From an optimization exercise on the open Yosys and OpenROAD flow, aimed at small area, a short achievable clock period and few clock cycles per item; shortcuts taken in it are not production practice.
Where RTL was checked, it was by simulation tests only, not by an equivalence proof against the original.
Function not checked in runs 1 and 2: the RTL went through the layout flow alone.
No activity file was given, so power comes from the tool's default toggle rates.

==> flow/design.v <==
package ipcr_pkg;
  localparam int SAMPLES_DEF = 128;
  localparam int SLOTS_DEF = 3;
  localparam logic [14:0] TIMEOUT_RST = 15'd4096;
  localparam logic [14:0] LOW_SAT = 15'h7FFF;
  localparam logic [1:0] FUNC_TICK = 2'd0;
  localparam logic [1:0] FUNC_LEARN = 2'd1;
  localparam logic [1:0] FUNC_REPLAY = 2'd2;
  localparam logic [1:0] MODE_IDLE = 2'd0;
  localparam logic [1:0] MODE_LEARN = 2'd1;
  localparam logic [1:0] MODE_REPLAY = 2'd2;
  localparam int TAP_SH = 3;
  localparam int WTAP_SH = 5;
endpackage
module ipcr_ctrl (
  input  logic       clk,
  input  logic       rst_n,
  input  logic       in_valid,
  output logic       in_ready,
  input  logic [4:0] in_cmd,      
  input  logic       pop,
  output logic       hd_valid,
  output logic [4:0] hd_cmd
);
  logic       sd_valid;
  logic [4:0] sd_cmd;
  logic       acc;
  logic       hv_nxt, sv_nxt;
  assign acc = in_valid && in_ready;
  always_comb begin
    hv_nxt = hd_valid;
    sv_nxt = sd_valid;
    if (!hd_valid || pop) begin
      hv_nxt = sd_valid || acc;
      sv_nxt = sd_valid && acc;
    end else if (acc) begin
      sv_nxt = 1'b1;
    end
  end
  always_ff @(posedge clk) begin
    if (!rst_n) begin
      hd_valid <= 1'b0;
      sd_valid <= 1'b0;
      in_ready <= 1'b1;
    end else begin
      hd_valid <= hv_nxt;
      sd_valid <= sv_nxt;
      in_ready <= !(hv_nxt && sv_nxt);
    end
  end
  always_ff @(posedge clk) begin
    if (!hd_valid || pop) begin
      hd_cmd <= sd_valid ? sd_cmd : in_cmd;
    end
    if (acc && hd_valid && (sd_valid || !pop)) begin
      sd_cmd <= in_cmd;
    end
  end
endmodule
module ipcr_dp #(
  parameter int SAMPLES = ipcr_pkg::SAMPLES_DEF,
  parameter int TAP_SH = ipcr_pkg::TAP_SH,
  parameter int WTAP_SH = ipcr_pkg::WTAP_SH
) (
  input  logic                          clk,
  input  logic [(SAMPLES>>WTAP_SH)-1:0] wsel,
  input  logic [14:0]                   wdata,
  output logic [(SAMPLES>>TAP_SH)*15-1:0] taps
);
  localparam int NT = SAMPLES >> TAP_SH;
  localparam int SP = 1 << TAP_SH;
  localparam int NW = SAMPLES >> WTAP_SH;
  localparam int WSP = 1 << WTAP_SH;
  logic [SAMPLES*15-1:0] ring;
  logic [SAMPLES*15-1:0] ring_nxt;
  always_comb begin
    ring_nxt = {ring[14:0], ring[SAMPLES*15-1:15]};
    for (int j = 0; j < NW; j++) begin
      if (wsel[j]) begin
        ring_nxt[((j * WSP + SAMPLES - 1) % SAMPLES) * 15 +: 15] = wdata;
      end
    end
  end
  always_ff @(posedge clk) begin
    ring <= ring_nxt;
  end
  always_comb begin
    for (int j = 0; j < NT; j++) begin
      taps[j*15 +: 15] = ring[(j * SP) * 15 +: 15];
    end
  end
endmodule
module ir_pulse_capture_replay #(
  parameter int SAMPLES = ipcr_pkg::SAMPLES_DEF,
  parameter int SLOTS = ipcr_pkg::SLOTS_DEF
) (
  input  logic        clk,
  input  logic        rst_n,
  input  logic        in_tvalid,
  output logic        in_tready,
  input  logic [7:0]  in_tdata,     
  input  logic [1:0]  in_tuser,     
  output logic        out_tvalid,
  input  logic        out_tready,
  output logic [15:0] out_tdata,    
  input  logic        cfg_wr_en,
  input  logic [14:0] cfg_wr_data
);
  localparam int SH = ipcr_pkg::TAP_SH;
  localparam int WN = 1 << SH;          
  localparam int NT = 128 >> SH;        
  localparam int TW = (NT > 1) ? $clog2(NT) : 1;
  localparam int WSH = ipcr_pkg::WTAP_SH;
  localparam int NWT = 128 >> WSH;      
  localparam int WTW = (NWT > 1) ? $clog2(NWT) : 1;
  logic       hd_valid;
  logic [4:0] hd_cmd;
  logic       go;
  ipcr_ctrl u_in (
    .clk      (clk),
    .rst_n    (rst_n),
    .in_valid (in_tvalid),
    .in_ready (in_tready),
    .in_cmd   ({in_tuser, in_tdata[2:0]}),
    .pop      (go),
    .hd_valid (hd_valid),
    .hd_cmd   (hd_cmd)
  );
  logic [1:0] h_func;
  logic       h_lvl;
  logic [1:0] h_slot;
  assign h_func = hd_cmd[4:3];
  assign h_lvl = hd_cmd[2];
  assign h_slot = hd_cmd[1:0];
  logic [1:0]      mode_r, mode_nxt;
  logic [1:0]      act_r, act_nxt;
  logic [7:0]      idx_r, idx_nxt;
  logic [14:0]     tick_r, tick_nxt;
  logic            awt_r, awt_nxt;      
  logic [14:0]     tmo_r;
  logic [2:0][7:0] fill_r;
  logic [7:0]      fill_nxt;
  logic            fill_we;
  logic [6:0]      ring_t;
  logic [6:0]      win_lo;
  logic [WN-1:0][14:0] win_r;
  logic [WN-1:0]   dirty_r;             
  logic [WN-1:0]   vld_r;               
  logic        o0_v, o1_v;
  logic [10:0] o0_d, o1_d;
  logic [2:0][NWT-1:0]   wsel;
  logic [2:0][NT*15-1:0] taps;
  logic [14:0]           flush_word;
  for (genvar s = 0; s < 3; s++) begin : g_slot
    ipcr_dp #(.SAMPLES(128), .TAP_SH(SH), .WTAP_SH(WSH)) u_ring (
      .clk   (clk),
      .wsel  (wsel[s]),
      .wdata (flush_word),
      .taps  (taps[s])
    );
  end
  logic [6:0]      win_d;
  logic [6-SH:0]   pass_d;
  logic [SH-1:0]   pass_e;
  logic [TW-1:0]   pass_tap;
  logic            pass_wr;
  logic [WTW-1:0]  pass_wtap;
  logic [14:0]     pass_word;
  logic [SH-1:0]   cur_e;
  logic [14:0]     cur_word;
  logic [6:0]    wd_hold, wd_rep, wd_lrn;
  logic [6-SH:0] pd_hold, pd_adv, pd_rep, pd_lrn;
  assign wd_hold = win_d - 7'd1;
  assign wd_rep = ~ring_t;
  assign wd_lrn = ~ring_t - 7'(WN);
  assign pd_hold = wd_hold[6:SH] + ((wd_hold[SH-1:0] != '0) ? 1'b1 : 1'b0);
  assign pd_adv = win_d[6:SH] + ((win_d[SH-1:0] != '0) ? 1'b1 : 1'b0);
  assign pd_rep = wd_rep[6:SH] + ((wd_rep[SH-1:0] != '0) ? 1'b1 : 1'b0);
  assign pd_lrn = wd_lrn[6:SH] + ((wd_lrn[SH-1:0] != '0) ? 1'b1 : 1'b0);
  assign pass_e = ring_t[SH-1:0];
  assign pass_tap = TW'(pass_d);
  assign pass_wr = (pass_d[WSH-SH-1:0] == '0);
  assign pass_wtap = WTW'(pass_d[6-SH:WSH-SH]);
  assign flush_word = win_r[pass_e];
  assign cur_e = win_lo[SH-1:0];
  assign cur_word = win_r[cur_e];
  always_comb begin
    pass_word = '0;
    for (int s = 0; s < 3; s++) begin
      for (int j = 0; j < NT; j++) begin
        if (act_r == 2'(s) && pass_tap == TW'(j)) begin
          pass_word = pass_word | taps[s][j*15 +: 15];
        end
      end
    end
  end
  logic [7:0]  fill_act;
  logic [7:0]  idx_inc;
  logic        phase;
  logic        is_tick, is_start;
  logic        learn_wr;
  logic        fetch;
  logic        stall;
  logic        pf;
  logic        win_adv;
  logic        fetch_end;
  logic        res_car, res_done;
  logic        any_dirty;
  assign fill_act = fill_r[act_r];
  assign idx_inc = idx_r + 8'd1;
  assign phase = idx_r[0];
  assign any_dirty = |dirty_r;
  assign is_tick = (h_func == ipcr_pkg::FUNC_TICK);
  assign is_start = (h_func == ipcr_pkg::FUNC_LEARN || h_func == ipcr_pkg::FUNC_REPLAY) &&
                    (h_slot != 2'd3);
  assign learn_wr = is_tick && mode_r == ipcr_pkg::MODE_LEARN && !awt_r && (phase ? !h_lvl : h_lvl);
  assign fetch = is_tick && mode_r == ipcr_pkg::MODE_REPLAY && tick_r == 15'd1;
  assign stall = (is_start && any_dirty) ||
                 (learn_wr && dirty_r[cur_e]) ||
                 (is_tick && mode_r == ipcr_pkg::MODE_REPLAY && awt_r) ||
                 (fetch && !vld_r[cur_e]);
  assign go = hd_valid && !o1_v && !stall;
  assign pf = mode_r == ipcr_pkg::MODE_REPLAY && awt_r && vld_r[cur_e] && !(go && is_start);
  assign fetch_end = (idx_inc == fill_act) ||
                     (idx_inc[0] && cur_word == ipcr_pkg::LOW_SAT);
  always_comb begin
    mode_nxt = mode_r;
    act_nxt = act_r;
    idx_nxt = idx_r;
    tick_nxt = tick_r;
    awt_nxt = awt_r;
    fill_nxt = (idx_inc > fill_act) ? idx_inc : fill_act;
    fill_we = 1'b0;
    win_adv = 1'b0;
    res_car = 1'b0;
    res_done = 1'b0;
    if (pf) begin
      tick_nxt = cur_word;
      awt_nxt = 1'b0;
      win_adv = 1'b1;
    end
    if (go) begin
      if (is_start) begin
        act_nxt = h_slot;
        idx_nxt = 8'd0;
        tick_nxt = 15'd0;
        awt_nxt = 1'b1;
        if (h_func == ipcr_pkg::FUNC_LEARN) begin
          mode_nxt = ipcr_pkg::MODE_LEARN;
        end else if (fill_r[h_slot] == 8'd0) begin
          mode_nxt = ipcr_pkg::MODE_IDLE;
          res_done = 1'b1;
        end else begin
          mode_nxt = ipcr_pkg::MODE_REPLAY;
        end
      end else if (is_tick && mode_r == ipcr_pkg::MODE_LEARN) begin
        if (awt_r) begin
          if (!h_lvl) begin
            awt_nxt = 1'b0;
            tick_nxt = 15'd1;
          end
        end else if (learn_wr) begin
          win_adv = 1'b1;
          fill_we = 1'b1;
          idx_nxt = idx_inc;
          if (idx_inc[7]) begin
            mode_nxt = ipcr_pkg::MODE_IDLE;
            res_done = 1'b1;
          end else begin
            tick_nxt = 15'd1;
            if (!phase && tmo_r == 15'd0) begin
              fill_nxt = idx_inc;
              idx_nxt = 8'd128;
              mode_nxt = ipcr_pkg::MODE_IDLE;
              res_done = 1'b1;
            end
          end
        end else if (!phase) begin
          if (tick_r != ipcr_pkg::LOW_SAT) begin
            tick_nxt = tick_r + 15'd1;
          end
        end else begin
          tick_nxt = tick_r + 15'd1;
          if (tick_r >= tmo_r) begin
            fill_we = 1'b1;
            fill_nxt = idx_r;
            idx_nxt = 8'd128;
            mode_nxt = ipcr_pkg::MODE_IDLE;
            res_done = 1'b1;
          end
        end
      end else if (is_tick && mode_r == ipcr_pkg::MODE_REPLAY) begin
        res_car = !phase;
        tick_nxt = tick_r - 15'd1;
        if (fetch) begin
          win_adv = 1'b1;
          idx_nxt = idx_inc;
          if (fetch_end) begin
            mode_nxt = ipcr_pkg::MODE_IDLE;
            res_done = 1'b1;
          end else begin
            tick_nxt = cur_word;
          end
        end
      end
    end
  end
  always_comb begin
    for (int s = 0; s < 3; s++) begin
      for (int j = 0; j < NWT; j++) begin
        wsel[s][j] = dirty_r[pass_e] && pass_wr && act_r == 2'(s) && pass_wtap == WTW'(j);
      end
    end
  end
  always_ff @(posedge clk) begin
    if (!rst_n) begin
      mode_r <= ipcr_pkg::MODE_IDLE;
      act_r <= 2'd0;
      idx_r <= 8'd0;
      tmo_r <= ipcr_pkg::TIMEOUT_RST;
      ring_t <= 7'd0;
      dirty_r <= '0;
      vld_r <= '0;
      for (int s = 0; s < 3; s++) begin
        fill_r[s] <= 8'd0;
      end
    end else begin
      mode_r <= mode_nxt;
      act_r <= act_nxt;
      idx_r <= idx_nxt;
      ring_t <= ring_t + 7'd1;
      if (cfg_wr_en) begin
        tmo_r <= cfg_wr_data;
      end
      if (fill_we) begin
        fill_r[act_r] <= fill_nxt;
      end
      if (dirty_r[pass_e] && pass_wr) begin
        dirty_r[pass_e] <= 1'b0;
      end
      if (go && learn_wr) begin
        dirty_r[cur_e] <= 1'b1;
      end
      if (mode_r == ipcr_pkg::MODE_REPLAY) begin
        vld_r[pass_e] <= 1'b1;
      end
      if (win_adv) begin
        vld_r[cur_e] <= 1'b0;
      end
      if (go && is_start) begin
        vld_r <= '0;
      end
    end
  end
  always_ff @(posedge clk) begin
    tick_r <= tick_nxt;
    awt_r <= awt_nxt;
    if (go && is_start) begin
      win_lo <= (h_func == ipcr_pkg::FUNC_LEARN) ? 7'(128 - WN) : 7'd0;
      win_d <= (h_func == ipcr_pkg::FUNC_LEARN) ? wd_lrn : wd_rep;
      pass_d <= (h_func == ipcr_pkg::FUNC_LEARN) ? pd_lrn : pd_rep;
    end else if (win_adv) begin
      win_lo <= win_lo + 7'd1;
      pass_d <= pd_adv;
    end else begin
      win_d <= wd_hold;
      pass_d <= pd_hold;
    end
    if (mode_r == ipcr_pkg::MODE_REPLAY) begin
      win_r[pass_e] <= pass_word;
    end
    if (go && learn_wr) begin
      win_r[cur_e] <= tick_r;
    end
  end
  logic [10:0] res;
  logic        pop_o;
  assign res = {idx_nxt, res_done, (mode_nxt != ipcr_pkg::MODE_IDLE), res_car};
  assign pop_o = o0_v && out_tready;
  always_ff @(posedge clk) begin
    if (!rst_n) begin
      o0_v <= 1'b0;
      o1_v <= 1'b0;
    end else begin
      if (!o0_v || pop_o) begin
        o0_v <= o1_v || go;
        o1_v <= 1'b0;
      end else if (go) begin
        o1_v <= 1'b1;
      end
    end
  end
  always_ff @(posedge clk) begin
    if (!o0_v || pop_o) begin
      o0_d <= o1_v ? o1_d : res;
    end
    if (go && o0_v && !pop_o) begin
      o1_d <= res;
    end
  end
  assign out_tvalid = o0_v;
  assign out_tdata = {5'b0, o0_d};
endmodule
==> flow/run.sh <==
#!/bin/bash
# synth_recipe.tcl (not shown) runs the flow's synth.tcl, then flattens the netlist and writes it again
# the make line also repeats each setting of config.mk as NAME=value (left out here)
make -C /OpenROAD-flow-scripts/flow DESIGN_CONFIG=/design/flow/config.mk WORK_HOME=/design/flow/orfs CLKGATE_MAP_FILE= SYNTH_SCRIPT=/design/flow/synth_recipe.tcl finish
==> flow/config.mk <==
export PLATFORM = sky130hd
export DESIGN_NAME = ir_pulse_capture_replay
export DESIGN_NICKNAME = ir_pulse_capture_replay
export VERILOG_FILES = /design/flow/design.v
export SDC_FILE = /design/flow/constraint.sdc
export NUM_CORES = 4
export LEC_CHECK = 0
export CAP_MARGIN = 20
export CORE_MARGIN = 2
export CORE_UTILIZATION = 65
export CTS_BUF_LIST = sky130_fd_sc_hd__clkbuf_4 sky130_fd_sc_hd__clkbuf_8
export PLACE_DENSITY = 0.75
export SETUP_SLACK_MARGIN = 5
export SLEW_MARGIN = 20
==> flow/constraint.sdc <==
create_clock -name core_clock -period 10.0 [get_ports {clk}]
set_input_delay 2.0000 -clock core_clock [delete_from_list [all_inputs] [get_ports {clk}]]
set_output_delay 2.0000 -clock core_clock [all_outputs]
set_load 0.01 [all_outputs]
==> impl_metrics.tcl, run 1 <==
set metrics [dict create \
    outcome "finished clean" \
    ys_types 84 \
    total_power_mw 44.9 \
    nNetsFinal 9323 \
    first_iter_violations 5728 \
    yosysMostFrequentCell "dfxtp_1" \
    viasPerCell 5.26 \
    cp_max_fo 19 \
    busiest_layer "met2" \
    netlist.area_leader.share_pct 87.3 \
    final.min_clock_period_ps 4780 \
    firstDrtPassIters 5 \
    synth_edf_count 42 \
    hold_slack_ps 188 \
    fin_cells 12700 \
    cts-htree-levels 6 \
    max_freq_ghz 0.209 \
    cts_buffer_depth 4 \
    syn-instance-count 8539 \
    slew_violations 0 \
    crit_top_cell "nand4_1" \
    placed_area_um2 141000 \
    cts_buffers 807 \
    io_buffers 37 \
    holdCritPathClass "register to register" \
    min_period_over_period_pct 47.8 \
    grt_use_met3_pct 7.06 \
    place_inst 11200 \
    hold_start "g_slot[1].u_ring.ring[149]$_DFF_P_" \
    drcViolationCount 0 \
    relSlewSlack_pct 14.6 \
    gp_congestion 0.891 \
    clk_pin_slew_ps 70 \
    drive_gt1_share_pct 17.4 \
    hpwl_um 171000 \
    hold_buffers 0 \
    endpoint_kind "register" \
    rows 168 \
    clock_latency_ps 1210 \
    via_count 66600 \
    crit_type "register to register" \
    grt_pass1_vias 70300 \
    crit_chain "inv_1, ha_1, nand2_1, nor2_4, buf_4, a22oi_1, nand4_1, nor4_1, nand4_1, a21boi_0, a221o_1" \
    initial_utilization_pct 65.4 \
    cts_tree "done" \
    io_pins 48 \
    grt_pass1_wl_um 467000 \
    met2_usage_pct 45.7 \
    start_kind "register" \
    cp_data_arrival_time_ps 5810 \
    die_h_um 463 \
    mappedNetlistArea_um2 137000 \
    hold_violations 0 \
    postLayoutCellArea_um2 159000 \
    fin_tns_setup_ps 0 \
    skew_ps 141 \
    ys.flop_type "dfxtp_1" \
    power_density_nw_per_um2 283 \
    setup_viol 0 \
    worst_pin_slew_ps 1280 \
    core_area_um2 210000 \
    drt_wl_total_um 323000 \
    die-area_um2 215000 \
    grt_overflow 0 \
    root_buffer "clkbuf_8" \
    die_w_um 463 \
    cp_data_required_time_ps 11030 \
    clock-sinks 6021 \
    track_usage_pct 30.0 \
    slowest_delay_ps 780 \
    synth_commonest_cells "dfxtp_1, nand2_1, o21ai_0, nor2_1, a21oi_1" \
    routedWlPerCell_um 25.5 \
    synth_seq_cells 6021 \
    reg2reg_from "act_r[0]$_SDFFE_PN0P_" \
    critical_path_buf_inv_count 2 \
    async_flop_share_pct 0 \
    yosysWarningCount 3 \
    antenna_found_initial 32 \
    maxCapViolCount 0 \
    crit_slowest_cell "nand4_1" \
    yosys.area.top_type "dfxtp_1" \
    synth.area.top_cells "dfxtp_1, nand2_1, mux4_2" \
    ir_drop_uv 215 \
    seq_area_frac_synth_pct 88.2 \
    p_leak_nw 63.4 \
    crit_family "simple AND/OR/NAND/NOR gates" \
    rsz0062_at_grt "false" \
    startpoint "act_r[0]$_SDFFE_PN0P_" \
    area_growth_pct 15.8 \
    use_met1_pct 39.9 \
    syn_avg_cell_area_um2 16.1 \
    grt_max_degree 56 \
    ant_nets 0 \
]
-- placed cells by master, fill, tap and decap left out, types with 22 or more instances in the layout --
cell type,count
a21oi_1,178
a221oi_1,142
a22o_1,127
a22oi_1,143
and2_1,24
buf_4,91
bufinv_16,22
clkbuf_4,290
clkbuf_8,1024
clkdlybuf4s50_1,37
clkinv_2,59
dfxtp_1,5976
edfxtp_1,42
ha_1,56
inv_1,56
mux2_2,22
mux2i_1,86
mux4_2,65
nand2_1,396
nand3_1,54
nand4_1,57
nor2_1,124
nor2_4,47
nor2b_1,35
nor3_1,27
o21ai_0,271
o21ai_1,22
o31ai_1,29
xnor2_1,31
-- worst register-to-register path: stages, from the launching register on --
cell and delay, ps:
dfxtp_2 620, inv_1 270, ha_1 360, nand2_1 610, nor2_4 280, buf_4 360
a22oi_1 270, nand4_1 160, nor4_1 340, nand4_1 780, a21boi_0 390, a221o_1 280
-- cells by family (layout without fill, tap and decap cells) --
family                   Yosys count  after routing  synth area share (%)
buffers and inverters            302           1618                 0.947
other                              1             15               0.00273
flip-flops                      6021           6021                  88.2
adder cells (fa/ha/maj)           57             57                 0.518
AO/OA/AOI/OAI                   1026           1026                  5.05
multiplexers                     179            179                  1.92
AND/OR/NAND/NOR                  904            904                  3.06
XOR/XNOR                          49             49                 0.313
-- final timing paths --
kind	cells after the start	endpoint	slack [ps]
setup reg to reg	11	win_r[24]$_DFF_P_	5220
hold / removal	0	g_slot[1].u_ring.ring[134]$_DFF_P_	190
hold reg to reg	0	g_slot[1].u_ring.ring[134]$_DFF_P_	190
setup / recovery	11	win_r[24]$_DFF_P_	5220
-- report_power, final --
part	total, mW	internal, mW	switching (mW)
logic	1.06	0.278	0.783
clock network	19.7	10.9	8.82
registers	24.2	24.1	0.101
-- flip-flops by register name (all words and copies together) (netlist names), 3 cells and up --
name,count
o1_d,11
win_r,120
win_d,7
fill_r,24
g_slot.u_ring.ring,5760
idx_r,8
tick_r,15
vld_r,8
ring_t,7
o0_d,11
tmo_r,15
dirty_r,8
pass_d,4
win_lo,3
u_in.hd_cmd,5
u_in.sd_cmd,5
-- routing by layer --
layer	vias up	routed length [um]
met5	-	34
met4	6	18000
met3	795	25800
met2	2842	145000
met1	33000	135000
li1	30000	-
-- layout make-up --
type | count | area (um^2)
Antenna cell | 10 | 25.0
Inverter | 58 | 218
Fill cell | 10800 | 50800
Tap cell | 2805 | 3510
Clock buffer | 1314 | 16300
Clock inverter | 117 | 1330
Timing Repair Buffer | 129 | 1070
Multi-Input combinational cell | 2220 | 15400
Sequential cell | 6021 | 121000
-- repair_timing --
action,CTS,global route
gates resized for setup,1,0
pin swaps,1,1
setup endpoints to repair,7,2
setup buffers,0,0
-- through the flow --
stage,utilization [%],setup WS (ps)
after global routing,75.8,5010
after CTS,75.7,5270
after detailed placement,67.3,5000
after global placement,67.3,5010
final,75.8,5220
after floorplan,-,6650
==> run 2: changes to the inputs <==
--- a/flow/config.mk
+++ b/flow/config.mk
@@ -7,8 +7,6 @@
 export LEC_CHECK = 0
 export CAP_MARGIN = 20
 export CORE_MARGIN = 2
-export CORE_UTILIZATION = 65
-export CTS_BUF_LIST = sky130_fd_sc_hd__clkbuf_4 sky130_fd_sc_hd__clkbuf_8
-export PLACE_DENSITY = 0.75
+export CORE_UTILIZATION = 40
 export SETUP_SLACK_MARGIN = 5
 export SLEW_MARGIN = 20
==> impl_metrics.tcl, run 2 <==
set metrics [dict create \
    layout_commonest_cell "dfxtp_1" \
    ys_types 84 \
    holdCritPathClass "register to register" \
    clock-sinks 6021 \
    p_leak_nw 63.0 \
    die-area_um2 348000 \
    crit_chain "inv_1, ha_1, nand3b_1, nor2_4, buf_4, a22o_1, a221oi_1, nand3_1, or4_1, a21oi_1, o31ai_1" \
    viasPerCell 4.50 \
    seq_area_frac_synth_pct 88.2 \
    hold_slack_ps 293 \
    grt_max_degree 56 \
    first_iter_violations 4958 \
    routedWlPerCell_um 21.1 \
    grt_pass1_vias 62800 \
    hpwl_um 170000 \
    rsz0062_at_grt "false" \
    reg2reg_from "act_r[0]$_SDFFE_PN0P_" \
    cts-htree-levels 6 \
    crit_type "register to register" \
    synth_top_family_by_area "compound AO/OA/AOI/OAI gates" \
    rows 215 \
    die_w_um 590 \
    root_buffer "clkbuf_16" \
    synthXorXnorAreaFrac_pct 0.313 \
    area_growth_pct 17.7 \
    regMostFlops "g_slot.u_ring.ring" \
    synth-adder-area-share_pct 0.518 \
    cts_buffer_depth 4 \
    r2r_setup_slack_ps 5160 \
    initial_utilization_pct 40.1 \
    ant_nets 0 \
    synth_compound_gate_area_share_pct 5.05 \
    largest_reg_flops 5760 \
    track_usage_pct 16.7 \
    min_period_over_period_pct 48.4 \
    rr_endpoint "win_r[110]$_DFF_P_" \
    synth_seq_cells 6021 \
    syn-instance-count 8539 \
    synth.area.top_cells "dfxtp_1, nand2_1, mux4_2" \
    synth_edf_count 42 \
    yosysWarningCount 3 \
    yosysMostFrequentCell "dfxtp_1" \
    grt_overflow 0 \
    io_buffers 37 \
    cts_buffers 540 \
    hold_violations 0 \
    setup_viol 0 \
    final_cell_mix "dfxtp_1, clkbuf_16, nand2_1, o21ai_0, a21oi_1" \
    synth_commonest_cells "dfxtp_1, nand2_1, o21ai_0, nor2_1, a21oi_1" \
    fin_tns_setup_ps 0 \
    max_freq_ghz 0.207 \
    cp_data_arrival_time_ps 5750 \
    via_count 62900 \
    nNetsFinal 9061 \
    drt_wl_total_um 295000 \
    drcViolationCount 0 \
    whs_path_depth 0 \
    ys.flop_type "dfxtp_1" \
    power_density_nw_per_um2 283 \
    netlist.area_leader.share_pct 87.3 \
    async_flop_share_pct 0 \
    crit_slowest_cell "or4_1" \
    cts_tree "done" \
    firstDrtPassIters 6 \
    clock_latency_ps 1020 \
    drive_gt1_share_pct 12.0 \
    fin_util_pct 47.2 \
    antenna_found_initial 33 \
    total_power_mw 45.7 \
    yosys.area_share.simple_pct 3.06 \
    core_area_um2 342000 \
    final.min_clock_period_ps 4840 \
    syn_avg_cell_area_um2 16.1 \
    maxCapViolCount 0 \
    mappedNetlistArea_um2 137000 \
    cp_max_fo 19 \
    worst_pin_slew_ps 1180 \
    slowest_delay_ps 730 \
    io_pins 48 \
    skew_ps 56.8 \
    cp_data_required_time_ps 10910 \
    die_h_um 590 \
    top_regs "g_slot.u_ring.ring (5760), win_r (120), fill_r (24)" \
    p_sw_share_pct 21.1 \
    relSlewSlack_pct 21.3 \
    synthMuxAreaShare_pct 1.92 \
    ir_drop_uv 183 \
    clk_pin_slew_ps 60 \
    endpoint_kind "register" \
    p_int_mw 36.0 \
    hold_start "g_slot[2].u_ring.ring[96]$_DFF_P_" \
    gp_congestion 0.835 \
    start_kind "register" \
    combPwrFrac_pct 2.3 \
    reg2regPathDepth 11 \
    pwr-share-seq_pct 52.9 \
    p_clk_share_pct 44.8 \
    hold_end "g_slot[2].u_ring.ring[81]$_DFF_P_" \
    power_switching_mw 9.67 \
    slew_violations 0 \
    grt_pass1_wl_um 424000 \
    outcome "finished clean" \
    yosys.area.top_type "dfxtp_1" \
]
-- run 2: repair_timing --
action	4_1_cts	5_1_grt
hold buffers	0	0
gates resized for setup	1	1
pin swaps	1	0
buffers inserted	1	0
setup endpoints to repair	12	8
-- run 2: worst max-delay path by stage --
stage                          start  cells past startpoint  slack [ps]                 end
2_1_floorplan  act_r[1]$_SDFFE_PN0P_                     15        6650   win_r[16]$_DFF_P_
3_3_place_gp   act_r[0]$_SDFFE_PN0P_                     11        5000   win_r[20]$_DFF_P_
3_5_place_dp   act_r[0]$_SDFFE_PN0P_                     11        4920  win_r[108]$_DFF_P_
4_1_cts        act_r[1]$_SDFFE_PN0P_                     11        5180   win_r[20]$_DFF_P_
5_1_grt        act_r[0]$_SDFFE_PN0P_                     11        5050   win_r[15]$_DFF_P_
6_report       act_r[0]$_SDFFE_PN0P_                     11        5160  win_r[110]$_DFF_P_
-- run 2: area by class of cell --
cell class / instances / area [um^2]
diodes: 17 / 42.5
clock buffers: 787 / 15700
clock inverters: 176 / 2320
fillers: 28900 / 181000
inverters: 58 / 218
multi-input cells: 2220 / 15400
flip-flops and latches: 6021 / 121000
well taps: 4557 / 5700
repair buffers: 134 / 1110
-- run 2: cell families (layout without fill, tap and decap cells) --
| family | count (synthesis) | after routing |
|---|---|---|
| XOR/XNOR | 49 | 49 |
| AO/OA/AOI/OAI | 1026 | 1026 |
| multiplexers | 179 | 179 |
| buffers and inverters | 302 | 1155 |
| AND/OR/NAND/NOR | 904 | 904 |
| adder cells (fa/ha/maj) | 57 | 57 |
| other | 1 | 22 |
| flip-flops | 6021 | 6021 |
-- run 2: metal layers --
| metal | global-route usage (%) | routed length, um |
|---|---|---|
| met3 | 3.14 | 19000 |
| met2 | 25.6 | 129000 |
| met1 | 23.2 | 135000 |
| met4 | 6.81 | 11400 |
| met5 | 0 | 0 |
-- run 2: worst max-delay path, delay by kind of cell, from the launching register on --
kind | cells | cell delay, ps
simple gates | 4 | 1920
compound gates | 4 | 870
buf+inv | 2 | 860
fa+ha+maj | 1 | 520
flops | 1 | 450
-- run 2: power by group through the flow --
| stage | Clock [mW] | Sequential (mW) | Combinational (mW) |
|---|---|---|---|
| after CTS | 20.8 | 24.2 | 1.06 |
| after global routing | 21.8 | 24.2 | 1.11 |
| after floorplan | 0 | 24.6 | 0.531 |
| after global placement | 0 | 24.7 | 1.04 |
| after detailed placement | 0 | 24.7 | 1.05 |
| final | 20.5 | 24.2 | 1.07 |
-- run 2: per-stage QoR --
stage / cells / worst slack [ps] / instance area [um^2]
global route: 14000 / 5050 / 161000
finish: 14000 / 5160 / 161000
floorplan: 8543 / 6650 / 137000
detailed placement: 13000 / 4920 / 143000
CTS: 14000 / 5180 / 161000
global placement: 13000 / 5000 / 143000
==> run 3: changes to the inputs <==
--- a/flow/design.v
+++ b/flow/design.v
@@ -159,28 +159,21 @@
       .taps  (taps[s])
     );
   end
-  logic [6:0]      win_d;
-  logic [6-SH:0]   pass_d;
   logic [SH-1:0]   pass_e;
+  logic [6-SH:0]   pass_hi;
   logic [TW-1:0]   pass_tap;
+  logic [14:0]     pass_word;
+  logic [6:0]      pass_d;
   logic            pass_wr;
   logic [WTW-1:0]  pass_wtap;
-  logic [14:0]     pass_word;
   logic [SH-1:0]   cur_e;
   logic [14:0]     cur_word;
-  logic [6:0]    wd_hold, wd_rep, wd_lrn;
-  logic [6-SH:0] pd_hold, pd_adv, pd_rep, pd_lrn;
-  assign wd_hold = win_d - 7'd1;
-  assign wd_rep = ~ring_t;
-  assign wd_lrn = ~ring_t - 7'(WN);
-  assign pd_hold = wd_hold[6:SH] + ((wd_hold[SH-1:0] != '0) ? 1'b1 : 1'b0);
-  assign pd_adv = win_d[6:SH] + ((win_d[SH-1:0] != '0) ? 1'b1 : 1'b0);
-  assign pd_rep = wd_rep[6:SH] + ((wd_rep[SH-1:0] != '0) ? 1'b1 : 1'b0);
-  assign pd_lrn = wd_lrn[6:SH] + ((wd_lrn[SH-1:0] != '0) ? 1'b1 : 1'b0);
   assign pass_e = ring_t[SH-1:0];
-  assign pass_tap = TW'(pass_d);
-  assign pass_wr = (pass_d[WSH-SH-1:0] == '0);
-  assign pass_wtap = WTW'(pass_d[6-SH:WSH-SH]);
+  assign pass_hi = win_lo[6:SH] + ((pass_e < win_lo[SH-1:0]) ? 1'b1 : 1'b0);
+  assign pass_tap = TW'(pass_hi - ring_t[6:SH]);
+  assign pass_d = {pass_hi - ring_t[6:SH], SH'(0)};
+  assign pass_wr = (pass_d[WSH-1:0] == '0);
+  assign pass_wtap = WTW'(pass_d[6:WSH]);
   assign flush_word = win_r[pass_e];
   assign cur_e = win_lo[SH-1:0];
   assign cur_word = win_r[cur_e];
@@ -221,7 +214,7 @@
                  (fetch && !vld_r[cur_e]);
   assign go = hd_valid && !o1_v && !stall;
   assign pf = mode_r == ipcr_pkg::MODE_REPLAY && awt_r && vld_r[cur_e] && !(go && is_start);
-  assign fetch_end = (idx_inc == fill_act) ||
+  assign fetch_end = idx_inc[7] || (idx_inc >= fill_act) ||
                      (idx_inc[0] && cur_word == ipcr_pkg::LOW_SAT);
   always_comb begin
     mode_nxt = mode_r;
@@ -357,14 +350,8 @@
     awt_r <= awt_nxt;
     if (go && is_start) begin
       win_lo <= (h_func == ipcr_pkg::FUNC_LEARN) ? 7'(128 - WN) : 7'd0;
-      win_d <= (h_func == ipcr_pkg::FUNC_LEARN) ? wd_lrn : wd_rep;
-      pass_d <= (h_func == ipcr_pkg::FUNC_LEARN) ? pd_lrn : pd_rep;
     end else if (win_adv) begin
       win_lo <= win_lo + 7'd1;
-      pass_d <= pd_adv;
-    end else begin
-      win_d <= wd_hold;
-      pass_d <= pd_hold;
     end
     if (mode_r == ipcr_pkg::MODE_REPLAY) begin
       win_r[pass_e] <= pass_word;
==> impl_metrics.tcl, run 3 <==
set metrics [dict create \
    synth_edf_count 39 \
    cp_data_arrival_time_ps 6000 \
    regMostFlops "g_slot.u_ring.ring" \
    fill_cells 28400 \
    endpoint_kind "register" \
    routedWlPerCell_um 21.2 \
    root_buffer "clkbuf_16" \
    rr_endpoint "win_r[78]$_DFF_P_" \
    hold_buffers 0 \
    max_freq_ghz 0.196 \
    core_area_um2 342000 \
    reg2regPathDepth 24 \
    ir_drop_uv 172 \
    fin_cells 14200 \
    rows 215 \
    start_kind "register" \
    syn-instance-count 8620 \
    die_w_um 590 \
    p_leak_nw 64.2 \
    cts_buffer_depth 4 \
    synth.area.top_cells "dfxtp_1, a22oi_1, nand2_1" \
    ant_nets 0 \
    synth_commonest_cells "dfxtp_1, nand2_1, o21ai_0, a22oi_1, nor2_1" \
    crit_top_cell "buf_12" \
    holdCritPathClass "register to register" \
    die_h_um 590 \
    grt_pass1_vias 64500 \
    skew_ps 91.1 \
    cts_tree "done" \
    grt_max_degree 47 \
    crit_type "register to register" \
    area_growth_pct 19.8 \
    netlist.area_leader.share_pct 87.1 \
    synth_seq_cells 6014 \
    cts_buffers 541 \
    io_pins 48 \
    r2r_setup_slack_ps 4910 \
    drcViolationCount 0 \
    antenna_found_initial 21 \
    rsz0062_at_grt "true" \
    cp_max_fo 8 \
    reg2reg_from "win_lo[1]$_SDFFCE_PP0P_" \
    clock-sinks 6014 \
    async_flop_share_pct 0 \
    yosys.area.top_type "dfxtp_1" \
    yosysWarningCount 3 \
    maxCapViolCount 0 \
    crit_slowest_cell "or4_4" \
    hold_start "g_slot[1].u_ring.ring[1721]$_DFF_P_" \
    min_period_over_period_pct 50.9 \
    syn_avg_cell_area_um2 15.9 \
    outcome "finished clean" \
    track_usage_pct 17.0 \
    drt_wl_total_um 301000 \
    hpwl_um 170000 \
    hold_end "g_slot[1].u_ring.ring[1706]$_DFF_P_" \
    seq_area_frac_synth_pct 88.0 \
    critical_path_buf_inv_count 10 \
    io_buffers 37 \
    mappedNetlistArea_um2 137000 \
    nNetsFinal 9288 \
    hold_violations 0 \
    largest_reg_flops 5760 \
    gp_congestion 0.826 \
    cts-htree-levels 6 \
    ys.flop_type "dfxtp_1" \
    place_inst 13100 \
    final_cell_mix "dfxtp_1, clkbuf_16, nand2_1, a22oi_1, o21ai_0" \
    crit_family "simple AND/OR/NAND/NOR gates" \
    die-area_um2 348000 \
    first_iter_violations 4722 \
    power_density_nw_per_um2 285 \
    whs_path_depth 0 \
    slew_violations 0 \
    regArea_um2 121000 \
    top_regs "g_slot.u_ring.ring (5760), win_r (120), fill_r (24)" \
    firstDrtPassIters 8 \
    grt_pass1_wl_um 434000 \
    initial_utilization_pct 40.1 \
    multi_input_area_um2 16300 \
    fin_tns_setup_ps 0 \
    yosysMostFrequentCell "dfxtp_1" \
    clock_latency_ps 1040 \
    grt_overflow 0 \
    crit_chain "inv_2, ha_4, a21boi_4, o21ai_2, nand2b_1, ha_1, inv_2, ha_4, inv_2, fa_2, buf_12, buf_12, buf_16, or3b_4, buf_12, buf_12, buf_4, a21oi_1, or3_1, or4_4, a221oi_4, buf_12, nor2_1, a221o_1" \
    via_count 64500 \
    clk_pin_slew_ps 60 \
    worst_pin_slew_ps 1170 \
    drive_gt1_share_pct 14.5 \
    cp_data_required_time_ps 10900 \
    layout_commonest_cell "dfxtp_1" \
    viasPerCell 4.54 \
    slowest_delay_ps 560 \
    final.min_clock_period_ps 5090 \
    relSlewSlack_pct 21.8 \
    setup_viol 0 \
    ys_types 99 \
]
==> run 3: changes by cell type in the layout (fill, tap and decap cells not counted), moves of 29 or more <==
cell and change:
o21ai_0 -51, nand2_1 +48, a22o_1 -101, o221ai_1 +43, buf_12 +44, a222oi_1 +29, a22oi_1 +87, a221oi_1 -124
nor2_1 +47, nor2b_1 -29, nand3_1 +36, buf_4 +75
==> run 3: routing by layer <==
metal	wire [um]	share of wire (%)	GRT usage, %	up-vias
met3	17500	5.8	2.79	545
met4	9350	3.1	6.38	0
met1	140000	46	23.7	32000
li1	-	-	-	30000
met2	134000	45	26.5	1989
met5	0	0	0	-
==> run 3: repair_timing <==
item | CTS | global route
setup buffers | 111 | 22
cloned | 14 | 0
gates resized for setup | 173 | 84
pin swaps | 58 | 59
setup endpoints to repair | 266 | 162
==> run 3: stage by stage <==
step | hold WS, ps | utilization, % | cell area (um^2) | power (mW) | setup WS, ps
after floorplan | 310 | - | 137000 | 25.4 | 5040
after global placement | 310 | 41.9 | 144000 | 26.3 | 3070
after detailed placement | 312 | 41.9 | 144000 | 26.3 | 3090
after CTS | 301 | 47.9 | 164000 | 47.2 | 4910
after global routing | 307 | 48.0 | 165000 | 48.3 | 4790
final | 281 | 48.0 | 165000 | 46.9 | 4910
==> run 3: logic make-up (layout without fill, tap and decap cells) <==
group | after synthesis | after routing | synth area share (%)
flip-flops | 6014 | 6014 | 88.0
AND/OR/NAND/NOR | 1018 | 1020 | 3.40
AO/OA/AOI/OAI | 988 | 988 | 4.93
multiplexers | 188 | 188 | 1.97
other | 1 | 16 | 0.00273
buffers and inverters | 312 | 1314 | 0.949
XOR/XNOR | 45 | 45 | 0.287
adder cells (fa/ha/maj) | 54 | 54 | 0.496
==> run 3: final cells by class <==
class,count,share of cell area (%)
repair buffers,298,2.04
diodes,11,0.0167
inverters,50,0.117
clock buffers,765,9.43
clock inverters,201,1.61
multi-input cells,2300,9.90
well taps,4557,3.47
flip-flops and latches,6014,73.4
==> run 3: worst max path at each step <==
stage                                 start                 to  depth (start not counted)
floorplan           win_lo[2]$_SDFFCE_PP0P_  win_r[63]$_DFF_P_                         22
global placement       ring_t[1]$_SDFF_PN0_  win_r[13]$_DFF_P_                         20
detailed placement     ring_t[1]$_SDFF_PN0_  win_r[40]$_DFF_P_                         20
CTS                    ring_t[1]$_SDFF_PN0_  win_r[48]$_DFF_P_                         23
global route        win_lo[1]$_SDFFCE_PP0P_  win_r[78]$_DFF_P_                         23
finish              win_lo[1]$_SDFFCE_PP0P_  win_r[78]$_DFF_P_                         24
==> run 3: where the power goes <==
group	switching [mW]	leakage (nW)	internal, mW
Sequential	0.132	48.5	24.1
Clock	8.81	8.90	11.9
Combinational	1.33	6.80	0.686
Total	10.3	64.2	36.6
Testbench counts of run 3, summed over its fixed seeds: cycles 202,951, items 201,555.
==> run 4: changes to the inputs <==
--- a/flow/design.v
+++ b/flow/design.v
@@ -159,32 +159,44 @@
       .taps  (taps[s])
     );
   end
+  logic [6:0]      win_d;
+  logic [6-SH:0]   pass_d;
   logic [SH-1:0]   pass_e;
-  logic [6-SH:0]   pass_hi;
   logic [TW-1:0]   pass_tap;
-  logic [14:0]     pass_word;
-  logic [6:0]      pass_d;
   logic            pass_wr;
   logic [WTW-1:0]  pass_wtap;
+  logic [14:0]     pass_word;
   logic [SH-1:0]   cur_e;
   logic [14:0]     cur_word;
+  logic [6:0]    wd_hold, wd_rep, wd_lrn;
+  logic [6-SH:0] pd_hold, pd_adv, pd_rep, pd_lrn;
+  assign wd_hold = win_d - 7'd1;
+  assign wd_rep = ~ring_t;
+  assign wd_lrn = ~ring_t - 7'(WN);
+  assign pd_hold = wd_hold[6:SH] + ((wd_hold[SH-1:0] != '0) ? 1'b1 : 1'b0);
+  assign pd_adv = win_d[6:SH] + ((win_d[SH-1:0] != '0) ? 1'b1 : 1'b0);
+  assign pd_rep = wd_rep[6:SH] + ((wd_rep[SH-1:0] != '0) ? 1'b1 : 1'b0);
+  assign pd_lrn = wd_lrn[6:SH] + ((wd_lrn[SH-1:0] != '0) ? 1'b1 : 1'b0);
   assign pass_e = ring_t[SH-1:0];
-  assign pass_hi = win_lo[6:SH] + ((pass_e < win_lo[SH-1:0]) ? 1'b1 : 1'b0);
-  assign pass_tap = TW'(pass_hi - ring_t[6:SH]);
-  assign pass_d = {pass_hi - ring_t[6:SH], SH'(0)};
-  assign pass_wr = (pass_d[WSH-1:0] == '0);
-  assign pass_wtap = WTW'(pass_d[6:WSH]);
+  assign pass_tap = TW'(pass_d);
+  assign pass_wr = (pass_d[WSH-SH-1:0] == '0);
+  assign pass_wtap = WTW'(pass_d[6-SH:WSH-SH]);
   assign flush_word = win_r[pass_e];
   assign cur_e = win_lo[SH-1:0];
   assign cur_word = win_r[cur_e];
+  logic [NT-1:0]   ptap_oh;
+  logic [2:0][14:0] slot_word;
   always_comb begin
+    for (int j = 0; j < NT; j++) begin
+      ptap_oh[j] = (pass_tap == TW'(j));
+    end
     pass_word = '0;
     for (int s = 0; s < 3; s++) begin
+      slot_word[s] = '0;
       for (int j = 0; j < NT; j++) begin
-        if (act_r == 2'(s) && pass_tap == TW'(j)) begin
-          pass_word = pass_word | taps[s][j*15 +: 15];
-        end
+        slot_word[s] = slot_word[s] | ({15{ptap_oh[j]}} & taps[s][j*15 +: 15]);
       end
+      pass_word = pass_word | ({15{act_r == 2'(s)}} & slot_word[s]);
     end
   end
   logic [7:0]  fill_act;
@@ -199,23 +211,28 @@
   logic        fetch_end;
   logic        res_car, res_done;
   logic        any_dirty;
+  logic        cur_vld_r, cur_dirty_r, any_dirty_r, tick1_r, last_r;
+  logic [SH-1:0] cur_e1;
+  logic        cap_now, flush_now;
   assign fill_act = fill_r[act_r];
   assign idx_inc = idx_r + 8'd1;
   assign phase = idx_r[0];
-  assign any_dirty = |dirty_r;
+  assign any_dirty = any_dirty_r;
+  assign cur_e1 = cur_e + 1'b1;
+  assign cap_now = (mode_r == ipcr_pkg::MODE_REPLAY);
+  assign flush_now = dirty_r[pass_e] && pass_wr;
   assign is_tick = (h_func == ipcr_pkg::FUNC_TICK);
   assign is_start = (h_func == ipcr_pkg::FUNC_LEARN || h_func == ipcr_pkg::FUNC_REPLAY) &&
                     (h_slot != 2'd3);
   assign learn_wr = is_tick && mode_r == ipcr_pkg::MODE_LEARN && !awt_r && (phase ? !h_lvl : h_lvl);
-  assign fetch = is_tick && mode_r == ipcr_pkg::MODE_REPLAY && tick_r == 15'd1;
+  assign fetch = is_tick && mode_r == ipcr_pkg::MODE_REPLAY && tick1_r;
   assign stall = (is_start && any_dirty) ||
-                 (learn_wr && dirty_r[cur_e]) ||
+                 (learn_wr && cur_dirty_r) ||
                  (is_tick && mode_r == ipcr_pkg::MODE_REPLAY && awt_r) ||
-                 (fetch && !vld_r[cur_e]);
+                 (fetch && !cur_vld_r);
   assign go = hd_valid && !o1_v && !stall;
-  assign pf = mode_r == ipcr_pkg::MODE_REPLAY && awt_r && vld_r[cur_e] && !(go && is_start);
-  assign fetch_end = idx_inc[7] || (idx_inc >= fill_act) ||
-                     (idx_inc[0] && cur_word == ipcr_pkg::LOW_SAT);
+  assign pf = mode_r == ipcr_pkg::MODE_REPLAY && awt_r && cur_vld_r && !(go && is_start);
+  assign fetch_end = last_r || (!phase && cur_word == ipcr_pkg::LOW_SAT);
   always_comb begin
     mode_nxt = mode_r;
     act_nxt = act_r;
@@ -288,11 +305,10 @@
         if (fetch) begin
           win_adv = 1'b1;
           idx_nxt = idx_inc;
+          tick_nxt = cur_word;
           if (fetch_end) begin
             mode_nxt = ipcr_pkg::MODE_IDLE;
             res_done = 1'b1;
-          end else begin
-            tick_nxt = cur_word;
           end
         end
       end
@@ -346,12 +362,50 @@
     end
   end
   always_ff @(posedge clk) begin
+    if (!rst_n) begin
+      any_dirty_r <= 1'b0;
+      cur_dirty_r <= 1'b0;
+    end else begin
+      any_dirty_r <= |(dirty_r & ~(WN'(flush_now) << pass_e)) || (go && learn_wr);
+      if (win_adv) begin
+        cur_dirty_r <= dirty_r[cur_e1] && !(flush_now && pass_e == cur_e1);
+      end else begin
+        cur_dirty_r <= dirty_r[cur_e] && !(flush_now && pass_e == cur_e);
+      end
+    end
+  end
+  always_ff @(posedge clk) begin
+    if (go && is_start) begin
+      cur_vld_r <= 1'b0;
+    end else if (win_adv) begin
+      cur_vld_r <= vld_r[cur_e1] || (cap_now && pass_e == cur_e1);
+    end else begin
+      cur_vld_r <= vld_r[cur_e] || (cap_now && pass_e == cur_e);
+    end
+    if (pf || (go && fetch)) begin
+      tick1_r <= (cur_word == 15'd1);
+    end else if (go && is_tick && mode_r == ipcr_pkg::MODE_REPLAY) begin
+      tick1_r <= (tick_r == 15'd2);
+    end
+    if (go && is_start) begin
+      last_r <= (fill_r[h_slot] == 8'd1);
+    end else if (go && fetch) begin
+      last_r <= (idx_r + 8'd2 == fill_act);
+    end
+  end
+  always_ff @(posedge clk) begin
     tick_r <= tick_nxt;
     awt_r <= awt_nxt;
     if (go && is_start) begin
       win_lo <= (h_func == ipcr_pkg::FUNC_LEARN) ? 7'(128 - WN) : 7'd0;
+      win_d <= (h_func == ipcr_pkg::FUNC_LEARN) ? wd_lrn : wd_rep;
+      pass_d <= (h_func == ipcr_pkg::FUNC_LEARN) ? pd_lrn : pd_rep;
     end else if (win_adv) begin
       win_lo <= win_lo + 7'd1;
+      pass_d <= pd_adv;
+    end else begin
+      win_d <= wd_hold;
+      pass_d <= pd_hold;
     end
     if (mode_r == ipcr_pkg::MODE_REPLAY) begin
       win_r[pass_e] <= pass_word;
--- a/flow/config.mk
+++ b/flow/config.mk
@@ -7,6 +7,9 @@
 export LEC_CHECK = 0
 export CAP_MARGIN = 20
 export CORE_MARGIN = 2
-export CORE_UTILIZATION = 40
+export CORE_UTILIZATION = 60
+export CTS_CLUSTER_DIAMETER = 70
+export CTS_CLUSTER_SIZE = 30
+export PLACE_DENSITY = 0.7
 export SETUP_SLACK_MARGIN = 5
 export SLEW_MARGIN = 20
==> impl_metrics.tcl, run 4 <==
set metrics [dict create \
    hold_buffers 0 \
    maxCapViolCount 0 \
    holdCritPathClass "register to register" \
    relSlewSlack_pct 8.48 \
    reg2regPathDepth 12 \
    largest_reg_flops 5760 \
    place_inst 11400 \
    layout_commonest_cell "dfxtp_1" \
    grt_overflow 0 \
    antenna_found_initial 17 \
    yosys.area.top_type "dfxtp_1" \
    r2r_setup_slack_ps 5070 \
    ys_types 85 \
    fin_cells 11700 \
    seq_area_frac_synth_pct 87.0 \
    min_period_over_period_pct 49.3 \
    io_buffers 37 \
    clock-sinks 6026 \
    crit_chain "buf_4, buf_6, nand2b_1, buf_4, nor2_2, buf_4, a221o_1, a221oi_1, o211ai_1, a221o_1, a222oi_1, inv_1" \
    skew_ps 41.9 \
    reg2reg_from "pass_d[3]$_DFF_P_" \
    grt_pass1_vias 59200 \
    routedWlPerCell_um 23.4 \
    yosysWarningCount 3 \
    power_density_nw_per_um2 253 \
    start_kind "register" \
    netlist.area_leader.share_pct 86.1 \
    finalWorstSetupSlack_ps 5070 \
    max_freq_ghz 0.203 \
    crit_slowest_cell "dfxtp_4" \
    top_regs "g_slot.u_ring.ring (5760), win_r (120), fill_r (24)" \
    crit_top_cell "buf_4" \
    mappedNetlistArea_um2 139000 \
    rows 176 \
    ys.flop_type "dfxtp_1" \
    endpoint_kind "register" \
    ant_nets 0 \
    area_growth_pct 7.71 \
    syn_avg_cell_area_um2 16.3 \
    via_count 60300 \
    die_h_um 486 \
    drive_gt1_share_pct 8.71 \
    ir_drop_uv 239 \
    final.min_clock_period_ps 4930 \
    first_iter_violations 4757 \
    hold_violations 0 \
    io_pins 48 \
    yosysMostFrequentCell "dfxtp_1" \
    core_area_um2 230000 \
    synth_edf_count 44 \
    cts-htree-levels 4 \
    hold_slack_ps 312 \
    setup_viol 0 \
    synth.area.top_cells "dfxtp_1, mux2_2, mux4_2" \
    drcViolationCount 0 \
    grt_max_degree 60 \
    grt_pass1_wl_um 396000 \
    rsz0062_at_grt "false" \
    clk_pin_slew_ps 110 \
    cts_buffers 229 \
    synth_seq_cells 6026 \
    nNetsFinal 8718 \
    cp-endpoint "win_r[110]$_DFF_P_" \
    initial_utilization_pct 60.4 \
    cp_data_arrival_time_ps 5740 \
    slew_violations 0 \
    slowest_delay_ps 680 \
    die-area_um2 236000 \
    gp_congestion 0.890 \
    root_buffer "clkbuf_16" \
    hpwl_um 168000 \
    p_leak_nw 59.1 \
    cts_tree "done" \
    cp_max_fo 26 \
    postLayoutCellArea_um2 150000 \
    dp_slack_ps 4540 \
    die_w_um 486 \
    clock_latency_ps 930 \
    final_cell_mix "dfxtp_1, nand2_1, clkbuf_16, mux2_2, a22oi_1" \
    fin_tns_setup_ps 0 \
    regMostFlops "g_slot.u_ring.ring" \
    syn-instance-count 8515 \
    startpoint "pass_d[3]$_DFF_P_" \
    firstDrtPassIters 8 \
    worst_pin_slew_ps 1360 \
    placed_area_um2 143000 \
    async_flop_share_pct 0 \
    cts_buffer_depth 3 \
    crit_type "register to register" \
    viasPerCell 5.15 \
    rr_endpoint "win_r[110]$_DFF_P_" \
    track_usage_pct 23.0 \
    drt_wl_total_um 274000 \
    synth_commonest_cells "dfxtp_1, nand2_1, mux2_2, a22oi_1, clkbuf_1" \
    outcome "finished clean" \
    cp_data_required_time_ps 10820 \
]
run 4: changes by cell type in the layout (fill, tap and decap cells not counted), sizes merged, moves of 46 or more:
cell,previous run,this run
a21oi,168,100
a22o,26,72
a22oi,234,184
buf,253,112
clkbuf,765,246
clkinv,120,16
mux2,42,225
nand2,451,251
nor2,219,136
o21ai,245,149
run 4: how the worst min path moves through the flow:
stage / from / to / slack (ps) / cells past startpoint
2_1_floorplan: g_slot[0].u_ring.ring[15]$_DFF_P_ / g_slot[0].u_ring.ring[0]$_DFF_P_ / 310 / 0
3_3_place_gp: g_slot[1].u_ring.ring[649]$_DFF_P_ / g_slot[1].u_ring.ring[634]$_DFF_P_ / 310 / 0
3_5_place_dp: g_slot[0].u_ring.ring[1096]$_DFF_P_ / g_slot[0].u_ring.ring[1081]$_DFF_P_ / 310 / 0
4_1_cts: g_slot[0].u_ring.ring[1830]$_DFF_P_ / g_slot[0].u_ring.ring[1815]$_DFF_P_ / 310 / 0
5_1_grt: g_slot[2].u_ring.ring[1603]$_DFF_P_ / g_slot[2].u_ring.ring[1588]$_DFF_P_ / 310 / 0
6_report: g_slot[2].u_ring.ring[904]$_DFF_P_ / g_slot[2].u_ring.ring[889]$_DFF_P_ / 310 / 0
run 4: routing by layer:
layer  GRT usage (%)  part of all wire (%)
met5               0                0.0044
met4            7.47                   3.2
met3            3.61                   5.5
met2            35.9                    45
met1            33.3                    47
run 4: where the power goes:
group / internal [mW] / total [mW] / switching [mW]
clock: 4.40 / 11.2 / 6.78
combinational: 0.490 / 2.44 / 1.95
sequential: 24.1 / 24.3 / 0.210
run 4: metrics by stage:
| step | total power [mW] | util [%] |
|---|---|---|
| global route | 38.9 | 65.0 |
| detailed placement | 27.3 | 62.2 |
| CTS | 38.1 | 65.0 |
| finish | 37.9 | 65.0 |
| floorplan | 25.7 | - |
| global placement | 27.3 | 62.2 |
run 4: repair_timing:
action,CTS,global route
pin swaps,0,0
setup endpoints to repair,84,5
setup buffers,2,0
gates cloned,0,0
gates resized for setup,9,3
run 4: critical path: cells and delay by family, from the launching register on:
family | cells | cell delay (ps)
AO/OA/AOI/OAI | 5 | 1880
buffers and inverters | 5 | 1830
flip-flops | 1 | 680
AND/OR/NAND/NOR | 2 | 250
run 4: cell families after synthesis:
group / Yosys count / synth area share (%)
adder cells (fa/ha/maj): 57 / 0.511
XOR/XNOR: 67 / 0.422
buffers and inverters: 357 / 1.08
flip-flops: 6026 / 87.0
AND/OR/NAND/NOR: 736 / 2.61
other: 1 / 0.00270
AO/OA/AOI/OAI: 873 / 4.62
multiplexers: 398 / 3.72
run 4: final cells by class:
class	count	area, um^2
inverter	91	342
clock inverter	30	538
fill	15900	80500
timing repair buffer	148	1220
multi-input combinational	2136	16900
tap	3026	3790
clock buffer	246	5970
sequential	6026	121000
antenna	7	17.5
Testbench counts of run 4, summed over its fixed seeds: cycles 202,951, items 201,555.
==> run 5: changes to the inputs <==
==> flow/flow/run.sh (new file) <==
#!/bin/bash
set -euo pipefail
bash standard.sh finish \
  "BUFFER_PORTS_ARGS=-buffer_cell sky130_fd_sc_hd__buf_4" \
  "SETUP_SLACK_MARGIN=6.6" > flow_make.log 2>&1
==> flow/standard.sh (new file) <==
#!/bin/bash
# synth_recipe.tcl (not shown) runs the flow's synth.tcl, then flattens the netlist and writes it again
# the make line also repeats each setting of config.mk as NAME=value (left out here)
make -C /OpenROAD-flow-scripts/flow DESIGN_CONFIG=/design/flow/config.mk WORK_HOME=/design/flow/orfs CLKGATE_MAP_FILE= SYNTH_SCRIPT=/design/flow/synth_recipe.tcl "${@:-finish}"
--- a/flow/config.mk
+++ b/flow/config.mk
@@ -11,5 +11,4 @@
 export CTS_CLUSTER_DIAMETER = 70
 export CTS_CLUSTER_SIZE = 30
 export PLACE_DENSITY = 0.7
-export SETUP_SLACK_MARGIN = 5
 export SLEW_MARGIN = 20
removed: flow/run.sh
==> impl_metrics.tcl, run 5 <==
set metrics [dict create \
    netlist.area_leader.share_pct 86.1 \
    slowest_delay_ps 420 \
    yosysWarningCount 3 \
    top_regs "g_slot.u_ring.ring (5760), win_r (120), fill_r (24)" \
    outcome "finished clean" \
    start_kind "register" \
    cts-htree-levels 4 \
    p_leak_nw 60.1 \
    crit_slowest_cell "edfxtp_1" \
    critical_path_buf_inv_count 1 \
    ys_types 85 \
    cp_data_arrival_time_ps 1490 \
    yosys.area.top_type "dfxtp_1" \
    synth_compound_gate_area_share_pct 4.62 \
    p_clk_share_pct 29.1 \
    synth-adder-area-share_pct 0.511 \
    rows 176 \
    endpoint_kind "output pin" \
    finalWorstSetupSlack_ps 6510 \
    nNetsFinal 8840 \
    viasPerCell 5.21 \
    maxCapViolCount 0 \
    initial_utilization_pct 60.4 \
    cp_max_fo 1 \
    die_w_um 486 \
    first_iter_violations 5800 \
    root_buffer "clkbuf_16" \
    rsz0062_at_grt "true" \
    final.min_clock_period_ps 3490 \
    setup_viol 0 \
    gp_congestion 0.891 \
    synth.area.top_cells "dfxtp_1, mux2_2, mux4_2" \
    cts_buffers 233 \
    grt_max_degree 60 \
    cts_buffer_depth 3 \
    ant_nets 0 \
    io_pins 48 \
    synth_seq_cells 6026 \
    hpwl_um 168000 \
    die_h_um 486 \
    regMostFlops "g_slot.u_ring.ring" \
    drt_wl_total_um 287000 \
    p_int_mw 29.4 \
    regArea_um2 121000 \
    final_cell_mix "dfxtp_1, nand2_1, clkbuf_16, mux2_2, a22oi_1" \
    seq_area_frac_synth_pct 87.0 \
    synth_commonest_cells "dfxtp_1, nand2_1, mux2_2, a22oi_1, clkbuf_1" \
    synthMuxAreaShare_pct 3.72 \
    async_flop_share_pct 0 \
    area_growth_pct 9.42 \
    grt_pass1_vias 60000 \
    total_power_mw 38.8 \
    whs_path_depth 0 \
    relSlewSlack_pct 20.1 \
    antenna_found_initial 19 \
    ir_drop_uv 214 \
    synthXorXnorAreaFrac_pct 0.422 \
    io_buffers 37 \
    power_density_nw_per_um2 255 \
    combPwrFrac_pct 8.4 \
    worstSetupPathDepth 1 \
    syn-instance-count 8515 \
    yosys.area_share.simple_pct 2.61 \
    clock-sinks 6026 \
    synth_top_family_by_area "compound AO/OA/AOI/OAI gates" \
    reg2regPathDepth 10 \
    track_usage_pct 24.1 \
    fin_tns_setup_ps 0 \
    ys.flop_type "dfxtp_1" \
    power_switching_mw 9.32 \
    core_area_um2 230000 \
    slew_violations 0 \
    clock_latency_ps 930 \
    yosysMostFrequentCell "dfxtp_1" \
    syn_avg_cell_area_um2 16.3 \
    crit_family "flip-flops" \
    layout_commonest_cell "dfxtp_1" \
    drive_gt1_share_pct 11.6 \
    holdCritPathClass "register to register" \
    mappedNetlistArea_um2 139000 \
    pwr-share-seq_pct 62.5 \
    hold_violations 0 \
    worst_pin_slew_ps 1200 \
    p_sw_share_pct 24.0 \
    die-area_um2 236000 \
    hold_buffers 0 \
    via_count 61700 \
    largest_reg_flops 5760 \
    cp_data_required_time_ps 8000 \
    grt_pass1_wl_um 410000 \
    crit_type "register to output pin" \
    firstDrtPassIters 9 \
    synth_edf_count 44 \
    dp_slack_ps 4780 \
    skew_ps 36.8 \
    multi_input_area_um2 17400 \
    cts_tree "done" \
    max_freq_ghz 0.287 \
    routedWlPerCell_um 24.3 \
    min_period_over_period_pct 34.9 \
    clk_pin_slew_ps 100 \
    grt_overflow 0 \
    fill_cells 15400 \
    drcViolationCount 0 \
    crit_chain "buf_6" \
]
==> run 5: cell counts after synthesis <==
Identical to the previous run, type by type.
==> run 5: routing by layer <==
metal / up-vias / wire [um] / share of wire (%) / GRT usage, %
met5: - / 0 / 0 / 0
met1: 30700 / 133000 / 46 / 35.2
li1: 28800 / - / - / -
met2: 1781 / 127000 / 44 / 36.8
met4: 0 / 10600 / 3.7 / 8.67
met3: 456 / 16500 / 5.7 / 3.52
==> run 5: kinds of logic (layout without fill, tap and decap cells) <==
| group | count (synthesis) | after routing |
|---|---|---|
| flops | 6026 | 6026 |
| compound gates | 873 | 875 |
| simple gates | 736 | 739 |
| mux | 398 | 398 |
| buf+inv | 357 | 630 |
| xor+xnor | 67 | 67 |
| fa+ha+maj | 57 | 57 |
| other cells | 1 | 15 |
==> run 5: layout make-up <==
type                            count  share of cell area [%]
Tap cell                         3026                    2.49
Antenna cell                       10                  0.0164
Timing Repair Buffer              261                    1.89
Inverter                           91                   0.230
Clock inverter                     40                   0.439
Sequential cell                  6026                    79.6
Clock buffer                      238                    3.89
Multi-Input combinational cell   2141                    11.5
==> run 5: worst paths after layout <==
kind                                                     startpoint                                   to  slack, ps
worst max-delay path                              o0_d[6]$_DFFE_PP_                         out_tdata[6]       6510
worst min-delay path            g_slot[2].u_ring.ring[1132]$_DFF_P_  g_slot[2].u_ring.ring[1117]$_DFF_P_        310
worst max register to register                    pass_d[0]$_DFF_P_                    win_r[92]$_DFF_P_       6560
worst min register to register  g_slot[2].u_ring.ring[1132]$_DFF_P_  g_slot[2].u_ring.ring[1117]$_DFF_P_        310
==> run 5: timing repair <==
action / 4_1_cts / 5_1_grt
setup endpoints to repair: 364 / 182
pin swaps: 29 / 23
endpoints found under the hold margin: 0 / 0
cloned: 11 / 2
gates resized for setup: 207 / 90
setup buffers: 65 / 35
==> run 5: power by group through the flow <==
stage          Sequential (mW)  Combinational (mW)  Clock, mW
2_1_floorplan             24.7               0.989          0
3_3_place_gp              24.8                2.42          0
3_5_place_dp              24.8                2.43          0
4_1_cts                   24.2                3.10       11.4
5_1_grt                   24.2                3.26       12.3
6_report                  24.2                3.26       11.3
==> run 5: per-stage QoR <==
stage	util, %	cells	hold slack, ps	instance area, um^2
finish	66.1	11800	310	152000
global route	66.1	11800	322	152000
global placement	62.2	11400	309	143000
floorplan	-	8519	310	139000
CTS	65.8	11800	316	152000
detailed placement	62.2	11400	312	143000

-- re-timing with driven ports --
How much do the figures lean on ideal ports? The routed layouts below were timed once more, with nothing changed but the port constraints.
Step 1: set_driving_cell puts a clkbuf_16 on clk and a buf_2 on each other input, an assumption about the parent block.
Step 2, shift: input delay + t, output delay - t, t = (earliest + latest rising clock arrival at the registers) / 2. This alone moves slack from input paths to output paths.
Three values: no drivers, after step 1, after step 2; two values: the first two.
| run | shift t [ns] | setup slack, ns | worst hold slack (ns) | latest minus earliest clock arrival (ns) | pins driven straight from the clock port |
|---|---|---|---|---|---|
| run 1 | 1.238 | 5.220 / 5.220 / 5.220 | 0.188 / 0.188 / 0.188 | 0.146 / 0.146 | 1 |
| run 2 | 1.090 | 5.163 / 5.163 / 5.163 | 0.293 / 0.293 / 0.293 | 0.067 / 0.066 | 1 |
| run 3 | 1.095 | 4.905 / 4.905 / 4.905 | 0.281 / 0.281 / 0.281 | 0.095 / 0.095 | 1 |
| run 4 | 0.997 | 5.073 / 5.073 / 5.073 | 0.312 / 0.312 / 0.312 | 0.044 / 0.044 | 1 |
| run 5 | 0.996 | 6.512 / 6.434 / 6.287 | 0.310 / 0.310 / 0.310 | 0.053 / 0.053 | 1 |
After both steps setup and hold are still met in every run listed. The setup slack of run 5, which loses most, moves by -0.078 ns with the drivers and by -0.225 ns with both steps.
